This is an optimization exercise on Yosys and OpenROAD, whose aim is small area, a short achievable clock period and few clock cycles per item, not a production implementation. Only simulation tests tie the RTL to the original design; equivalence was not proved. Power and IR drop assume default switching activity.

==> design.v <==
package skf_pkg;
  localparam int unsigned SampleW  = 16;
  localparam int unsigned EstW     = 32;
  localparam int unsigned CovW     = 32;
  localparam int unsigned FracW    = 24;
  localparam int unsigned CfgIdxW  = 2;
  localparam int unsigned CfgDataW = 32;
  localparam logic [CfgIdxW-1:0] CFG_PROCESS_NOISE      = 2'd0;
  localparam logic [CfgIdxW-1:0] CFG_MEASUREMENT_NOISE  = 2'd1;
  localparam logic [CfgIdxW-1:0] CFG_INITIAL_COVARIANCE = 2'd2;
  localparam logic [CovW-1:0] ProcessNoiseRst      = 32'd16777;
  localparam logic [CovW-1:0] MeasurementNoiseRst  = 32'd9110028;
  localparam logic [CovW-1:0] InitialCovarianceRst = 32'd335544;
endpackage
module scalar_kalman_filter (
  input  logic                          clk_i,
  input  logic                          rst_ni,
  input  logic                          sample_valid_i,
  output logic                          sample_ready_o,
  input  logic [skf_pkg::SampleW-1:0]   sample_i,
  output logic                          estimate_valid_o,
  input  logic                          estimate_ready_i,
  output logic [skf_pkg::EstW-1:0]      estimate_o,
  input  logic                          cfg_valid_i,
  output logic                          cfg_ready_o,
  input  logic [skf_pkg::CfgIdxW-1:0]   cfg_index_i,
  input  logic [skf_pkg::CfgDataW-1:0]  cfg_data_i
);
  logic [31:0] q_q, r_q, p_q;
  logic [31:0] x_q;
  logic        out_valid_q;
  logic        bvalid_q;
  logic [15:0] b_q;
  localparam logic [2:0] P_IDLE = 3'd0, P_DEN = 3'd1, P_DIV = 3'd2,
                         P_ACC = 3'd3, P_FIN = 3'd4;
  logic [2:0]  pst_q;
  logic [4:0]  pcnt_q;
  logic [31:0] pp_q, den_q, rem_q;
  logic [24:0] qr_q;
  logic [56:0] a_q;
  logic        zero_q;
  logic        qvalid_q;    
  logic        conv_q;      
  localparam logic [1:0] X_IDLE = 2'd0, X_MUL = 2'd1, X_FIN = 2'd2;
  logic [1:0]  xst_q;
  logic [2:0]  xcnt_q;
  logic [32:0] d_q;
  logic [24:0] kx_q;
  logic        kprev_q;
  logic [32:0] acc_q;
  logic [3:0]  lo_q;
  logic [32:0] pq_sum, pr_sum;
  logic [31:0] pp_n, den_n;
  logic        int_bit, zero_n;
  logic [33:0] dsub;
  logic [32:0] rem2;
  logic        ge;
  logic [56:0] a_n;
  logic [31:0] p_n;
  logic        cfg_pqr;
  assign pq_sum  = {1'b0, p_q} + {1'b0, q_q};
  assign pp_n    = pq_sum[32] ? 32'hFFFF_FFFF : pq_sum[31:0];
  assign pr_sum  = {1'b0, pp_q} + {1'b0, r_q};
  assign den_n   = pr_sum[32] ? 32'hFFFF_FFFF : pr_sum[31:0];
  assign zero_n  = (pp_q == 32'd0) && (r_q == 32'd0);
  assign int_bit = ((r_q == 32'd0) || (pp_q == 32'hFFFF_FFFF)) && !zero_n;
  assign rem2 = {rem_q, 1'b0};
  assign dsub = {1'b0, rem2} - {2'b00, den_q};
  assign ge   = !dsub[33] && !zero_q;
  assign a_n  = {a_q[55:0], 1'b0} + (qr_q[0] ? {25'd0, pp_q} : 57'd0);
  assign p_n  = pp_q - a_q[56:24] - {31'd0, (a_q[23:0] != 24'd0)};
  assign cfg_pqr = cfg_valid_i && (cfg_index_i != 2'd3);
  logic        kready, fin_ok, dload;
  logic [32:0] r33;
  logic [32:0] dl_a, dl_b, dl_c, dl_s, dl_cy;
  logic [33:0] dl_sum;
  assign kready = qvalid_q || conv_q;
  assign fin_ok = !out_valid_q || estimate_ready_i;
  assign dload  = bvalid_q && kready &&
                  ((xst_q == X_IDLE) || ((xst_q == X_FIN) && fin_ok));
  assign r33 = (xst_q == X_FIN) ? {acc_q[28:0], lo_q} : 33'd0;
  assign dl_a   = {b_q[15], b_q, 16'h0000};
  assign dl_b   = ~{x_q[31], x_q};
  assign dl_c   = ~r33;
  assign dl_s   = dl_a ^ dl_b ^ dl_c;
  assign dl_cy  = (dl_a & dl_b) | (dl_a & dl_c) | (dl_b & dl_c);
  assign dl_sum = {dl_s, 1'b1} + {dl_cy[31:0], 1'b1, 1'b1};
  logic        a_neg, a_one, a_two, b_neg, b_one, b_two;
  logic [36:0] d37, pa, pb, m_x, m_y, m_z, m_s, m_c, acc_in;
  logic [37:0] m_sum;
  always_comb begin
    a_neg = kx_q[1] && !(kx_q[0] && kprev_q);
    a_one = kx_q[0] ^ kprev_q;
    a_two = (kx_q[1] && !kx_q[0] && !kprev_q) || (!kx_q[1] && kx_q[0] && kprev_q);
    b_neg = kx_q[3] && !(kx_q[2] && kx_q[1]);
    b_one = kx_q[2] ^ kx_q[1];
    b_two = (kx_q[3] && !kx_q[2] && !kx_q[1]) || (!kx_q[3] && kx_q[2] && kx_q[1]);
    d37   = {{4{d_q[32]}}, d_q};
    pa    = a_one ? d37 : (a_two ? {d37[35:0], 1'b0} : 37'd0);
    pa    = a_neg ? ~pa : pa;
    pb    = b_one ? d37 : (b_two ? {d37[35:0], 1'b0} : 37'd0);
    pb    = b_neg ? ~pb : pb;
    acc_in = (xcnt_q == 3'd0) ? 37'd0 : {{4{acc_q[32]}}, acc_q};
    m_x   = acc_in;
    m_y   = pa;
    m_z   = {pb[34:0], b_neg, b_neg};    
    m_s   = m_x ^ m_y ^ m_z;
    m_c   = {(m_x[35:0] & m_y[35:0]) | (m_x[35:0] & m_z[35:0]) | (m_y[35:0] & m_z[35:0]), a_neg};
    m_sum = {m_s, 1'b1} + {m_c, b_neg};
  end
  always_ff @(posedge clk_i or negedge rst_ni) begin
    if (!rst_ni) begin
      q_q         <= skf_pkg::ProcessNoiseRst;
      r_q         <= skf_pkg::MeasurementNoiseRst;
      p_q         <= skf_pkg::InitialCovarianceRst;
      x_q         <= '0;
      out_valid_q <= 1'b0;
      bvalid_q    <= 1'b0;
      pst_q       <= P_IDLE;
      pcnt_q      <= '0;
      qvalid_q    <= 1'b0;
      conv_q      <= 1'b0;
      xst_q       <= X_IDLE;
      xcnt_q      <= '0;
    end else begin
      if (sample_valid_i && !bvalid_q) bvalid_q <= 1'b1;
      else if (dload)                  bvalid_q <= 1'b0;
      unique case (pst_q)
        P_IDLE: if (bvalid_q && !qvalid_q && !conv_q) pst_q <= P_DEN;
        P_DEN:  begin pst_q <= P_DIV; pcnt_q <= '0; end
        P_DIV:  begin
          pcnt_q <= pcnt_q + 5'd1;
          if (pcnt_q == 5'd23) begin
            pst_q    <= P_ACC;
            qvalid_q <= 1'b1;
          end
        end
        P_ACC:  pst_q <= P_FIN;
        P_FIN:  begin
          pst_q  <= P_IDLE;
          p_q    <= p_n;
          conv_q <= (p_n == p_q);
        end
        default: pst_q <= P_IDLE;
      endcase
      if (dload && !(pst_q == P_DIV && pcnt_q == 5'd23)) qvalid_q <= 1'b0;
      unique case (xst_q)
        X_IDLE: if (dload) begin xst_q <= X_MUL; xcnt_q <= '0; end
        X_MUL: begin
          xcnt_q <= xcnt_q + 3'd1;
          if (xcnt_q == 3'd6) xst_q <= X_FIN;
        end
        X_FIN: if (fin_ok) begin
          x_q   <= x_q + r33[31:0];
          xst_q <= dload ? X_MUL : X_IDLE;
          xcnt_q <= '0;
        end
        default: xst_q <= X_IDLE;
      endcase
      if (xst_q == X_FIN && fin_ok) out_valid_q <= 1'b1;
      else if (estimate_ready_i)     out_valid_q <= 1'b0;
      if (cfg_valid_i) begin
        unique case (cfg_index_i)
          skf_pkg::CFG_PROCESS_NOISE:      q_q <= cfg_data_i;
          skf_pkg::CFG_MEASUREMENT_NOISE:  r_q <= cfg_data_i;
          skf_pkg::CFG_INITIAL_COVARIANCE: p_q <= cfg_data_i;
          default: ;
        endcase
      end
      if (cfg_pqr) begin
        conv_q   <= 1'b0;
        qvalid_q <= 1'b0;
      end
    end
  end
  always_ff @(posedge clk_i) begin
    if (sample_valid_i && !bvalid_q) b_q <= sample_i;
    if (pst_q == P_IDLE) pp_q <= pp_n;
    if (pst_q == P_DEN) begin
      den_q  <= den_n;
      zero_q <= zero_n;
    end
    rem_q <= (pst_q == P_DEN) ? (int_bit ? 32'd0 : pp_q)
                              : (ge ? dsub[31:0] : rem2[31:0]);
    if (pst_q == P_DEN)      qr_q <= {24'd0, int_bit};
    else if (pst_q == P_DIV) qr_q <= {qr_q[23:0], ge};
    a_q <= (pst_q == P_DEN) ? 57'd0 : a_n;
    if (dload) begin
      d_q     <= dl_sum[33:1];
      kx_q    <= qr_q;
      kprev_q <= 1'b0;
    end else begin
      kx_q    <= {4'd0, kx_q[24:4]};
      kprev_q <= kx_q[3];
    end
    if (xst_q == X_MUL) begin
      acc_q <= m_sum[37:5];
      lo_q  <= m_sum[4:1];
    end
  end
  assign sample_ready_o   = !bvalid_q;
  assign cfg_ready_o      = 1'b1;
  assign estimate_valid_o = out_valid_q;
  assign estimate_o       = x_q;
endmodule
==> run.sh <==
#!/bin/bash
# synth_recipe.tcl (not shown) runs the flow's synth.tcl, then flattens the netlist and writes it again
# the make line also repeats each setting of config.mk as NAME=value (left out here)
make -C /OpenROAD-flow-scripts/flow DESIGN_CONFIG=/design/flow/config.mk WORK_HOME=/design/flow/orfs CLKGATE_MAP_FILE= SYNTH_SCRIPT=/design/flow/synth_recipe.tcl finish
==> config.mk <==
export PLATFORM = sky130hd
export DESIGN_NAME = scalar_kalman_filter
export DESIGN_NICKNAME = scalar_kalman_filter
export VERILOG_FILES = /design/flow/design.v
export SDC_FILE = /design/flow/constraint.sdc
export NUM_CORES = 4
export LEC_CHECK = 0
export CAP_MARGIN = 20
export CORE_MARGIN = 2
export CORE_UTILIZATION = 40
export SLEW_MARGIN = 20
==> constraint.sdc <==
create_clock -name core_clock -period 5.0 [get_ports {clk_i}]
set_input_delay 1.0000 -clock core_clock [delete_from_list [all_inputs] [get_ports {clk_i}]]
set_output_delay 1.0000 -clock core_clock [all_outputs]
set_load 0.01 [all_outputs]
==> flow_metrics.tcl <==
set metrics [dict create \
    critical_path_class "register to register" \
    cts_buffers 52 \
    setup_violations 0 \
    antenna_found_initial 1 \
    syn_nets 4150 \
    drt_iter0_drc 1643 \
    p_sw_uw 10260 \
    synth-async-reset-ratio 0.3333 \
    grt_max_degree 91 \
    pwr-share-clk 0.175 \
    syn_area_per_cell_um2 9.077 \
    seqPwrFrac 0.256 \
    fin_nets 4239 \
    tightest_slew_ns 0.9618 \
    leakage_uw 0.01636 \
    outcome "complete, no violations" \
    clk_pin_slew_ns 0.06 \
    hold_end "kx_q[13]" \
    placementRows 106 \
    m1WireLength_um 41520 \
    synth_top_area_share 0.1355 \
    place.detailed.hpwl_um 68800 \
    ant_nets 0 \
    ys.flop_type "edfxtp_1" \
    io-pin-count 90 \
    vias 27020 \
    dr.max_layer_used "met5" \
    wl_um 89880 \
    drv_slew 0 \
    drive_gt1_frac 0.08507 \
    rsz0062_at_grt "no" \
    p_int_uw 12740 \
    cp_slowest_cell "fa_1" \
    combPwrFrac 0.569 \
    syn2layout_area_growth_pct 12.64 \
    cts_tree "yes" \
    worstHoldStart "kx_q[17]" \
    wl_met2_um 41130 \
    finClkSkew_ns 0.02302 \
    syn-cell-area_mm2 0.03368 \
    path_cells "ha_2 -> a211oi_4 -> nor2_1 -> xnor2_1 -> fa_1 -> ha_1 -> a21o_1 -> a21o_1 -> a21o_1 -> a2111o_1 -> o21a_1 -> o2111ai_2 -> nand2_1 -> a311oi_2 -> o221ai_1 -> a21oi_1 -> xnor2_1" \
    maxCapViolations 0 \
    synth_cells 3711 \
    die_w_um 294.2 \
    r2r_start "kx_q[1]" \
    dieArea_mm2 0.08655 \
    ys_warn_count 1 \
    pre_cts_ws_ns 0.1639 \
    core-area_mm2 0.08356 \
    cp_common_cell "a21o_1" \
    period_needed_ns 4.703 \
    wl_per_cell_um 18.25 \
    synth-edff-count 152 \
    clk_path_buf_depth 3 \
    vias_per_cell 5.486 \
    r2r_end "acc_q[32]" \
    synth.area.top_cells "edfxtp_1, ha_1, dfrtp_1, dfxtp_1, xnor2_1" \
    max_slew_margin 0.3588 \
    initial_core_util 0.4031 \
    r2r_slack_ns 0.30 \
    die_h_um 294.2 \
    gp_congestion 0.8970 \
    wl_met3_um 4194 \
    yosys_register_bits 435 \
    finalSetupTns_ns 0 \
    grt_pass1_wl_um 143900 \
    max_freq_ghz 0.2126 \
    fill_cells 8117 \
    dr.pass1.iters 5 \
    worstSetupStartpointType "register" \
    path_max_fanout 7 \
    cts_root_buf "clkbuf_16" \
    port_buffers 88 \
    yosysTopAreaCell "edfxtp_1" \
    power_density_mw_per_mm2 606.1 \
    synth.distinct_cells 101 \
    worstSetupEndpointType "register" \
    critical_path_required_ns 5.35 \
    final.setup.worst_slack_ns 0.2973 \
    min_path_type "register to register" \
    ir_drop_v 0.0003437 \
    max_stage_delay_ns 0.45 \
    fin_crit_sh 0.9405 \
    track_usage 0.2073 \
    power.share.switching 0.4463 \
    critPathArrivalTime_ns 5.05 \
    grt_pass1_vias 26630 \
    h-tree-depth 2 \
    rr_worst_depth 17 \
    drc 0 \
    cts.sinks 435 \
    grt_overflow 0 \
    holdPathStages 1 \
    hold_violations 0 \
    insertion_delay_ns 0.62 \
    seq_area_frac_synth 0.3261 \
]
## how the worst max path moves through the flow
| stage | to | start | slack [ns] |
|---|---|---|---|
| after floorplan | acc_q[32] | kx_q[1] | 0.04 |
| after global placement | d_q[31] | xst_q[1] | 0.12 |
| after detailed placement | conv_q | a_q[1] | 0.16 |
| after CTS | acc_q[32] | kx_q[1] | 0.11 |
| after global routing | conv_q | a_q[13] | 0.005 |
| final | acc_q[32] | kx_q[1] | 0.30 |
## power by group through the flow
| stage | Combinational, uW | Clock (uW) | Sequential, uW |
|---|---|---|---|
| 6_report | 13100 | 4030 | 5880 |
| 3_5_place_dp | 12900 | 0 | 5920 |
| 3_3_place_gp | 12800 | 0 | 5900 |
| 2_1_floorplan | 10100 | 0 | 5490 |
| 5_1_grt | 14700 | 4290 | 5960 |
| 4_1_cts | 13000 | 4130 | 5850 |
## per-layer routing
metal  track usage  vias up
met5             0        -
met4       0.07006        2
met3       0.02900      150
met2        0.3413      620
met1        0.2787    12810
li1              -    13430
## flip-flops by register name, indices dropped and copies added, names as in the netlist, 32 cells and up
| register | flops |
|---|---|
| x_q | 32 |
| rem_q | 32 |
| q_q | 32 |
| den_q | 32 |
| acc_q | 33 |
| p_q | 32 |
| pp_q | 32 |
| a_q | 56 |
| r_q | 32 |
| d_q | 33 |
## cells in the final DEF (no fill, tap or decap), types with 30 or more instances in the layout
master           Yosys  final
nor2b_1             34     32
xor2_1             130    130
nor4_1              39     38
inv_1              270    269
a21o_1             130    130
nand2_1            332    330
dfxtp_1            138    137
nor3_1              59     57
xnor2_1            168    168
and2_1              86     86
nand3_1             55     55
and3_1              31     31
mux2i_1             67     67
a31oi_1             32     30
fa_1                60     60
a21oi_1            254    253
buf_4                2     63
clkdlybuf4s50_1      0     87
mux2_2              86     86
edfxtp_1           152    152
ha_1               324    322
nand2b_1            45     45
dfrtp_1            123    123
o21ai_0            160    160
nand4_1             64     64
o21a_1              57     57
nor2_1             297    295
clkbuf_16            0     55
o31ai_1             32     31
## timing repair
action,4_1_cts,5_1_grt
hold buffers,0,0
endpoints found under the setup margin,0,9
resized for setup,0,16
endpoints found under the hold margin,0,0
buffers inserted,0,6
## Yosys cell counts, drive strengths merged, types with 32 or more instances
library cell and n:
nand4 64, a21oi 255, nand3 55, mux2 86, fa 60, o31ai 32, nor3 59, clkbuf 90
nor4 39, ha 324, dfrtp 123, o21ai 168, edfxtp 152, inv 271, o21a 57, nor2 298
nor2b 34, xnor2 168, nand2 332, a21o 130, and2 87, dfxtp 138, xor2 130, a31oi 33
nand2b 45, mux2i 67
## critical path: cells and delay by family, from the launching register on
kind / cells / cell delay, ns
AO/OA/AOI/OAI: 10 / 2.38
XOR/XNOR: 2 / 0.27
adder cells (fa/ha/maj): 3 / 1.18
flip-flops: 1 / 0.38
AND/OR/NAND/NOR: 2 / 0.24
## cell families after synthesis
kind of cell	share of synthesized area
mux	0.04866
simple gates	0.1631
compound gates	0.1793
buf+inv	0.04454
xor+xnor	0.08231
flops	0.3261
other cells	0.0001113
fa+ha+maj	0.1560
## metrics by stage
step | instances | area (um2) | util | hold WS [ns] | power, uW
global route | 4924 | 37940 | 0.4541 | 0.4685 | 24940
floorplan | 3711 | 33700 | - | 0.4307 | 15570
CTS | 4918 | 37810 | 0.4525 | 0.4563 | 22950
detailed placement | 4820 | 36010 | 0.4310 | 0.4410 | 18770
global placement | 4820 | 36010 | 0.4310 | 0.4377 | 18730
finish | 4925 | 37940 | 0.4541 | 0.4524 | 23000
## final cells by class
cell class,count,area (um2),area share
flip-flops and latches,435,10980,0.2895
multi-input cells,2885,21370,0.5632
inverters,271,1020,0.02687
diodes,1,2.502,0.00006595
clock inverters,27,292.8,0.007716
repair buffers,155,1418,0.03736
clock buffers,71,1506,0.03970
well taps,1080,1351,0.03561
Testbench counts, summed over its fixed seeds: cycles 74,852, items 4,800.

## afterwards: timing with drivers on the ports
In the flow no input, the clock included, has a driving cell. The finished layout below was timed again as built, in two steps. Step 1 assumes that a clkbuf_16 drives the clock port and a buf_2 every other input. Step 2 adds t to the input delays and takes it off the output delays; t is the mean of the earliest and latest rising clock arrival at the registers after step 1. Input paths then give back, and output paths get back, about the clock's delay inside the block. a / b / c = no drivers / after step 1 / after step 2; a / b = the first two.
shift t [ns]: 0.670
slack for setup (ns): 0.297 / 0.297 / 0.297
latest minus earliest clock arrival (ns): 0.024 / 0.024
slew at the worst register clock pin (ns): 0.07 / 0.07
worst slew at a driven data input, ns: 0.08
After both steps setup and hold are still met in this run. The setup slack of this run moves by 0.000 ns with the drivers and by 0.000 ns with both steps.
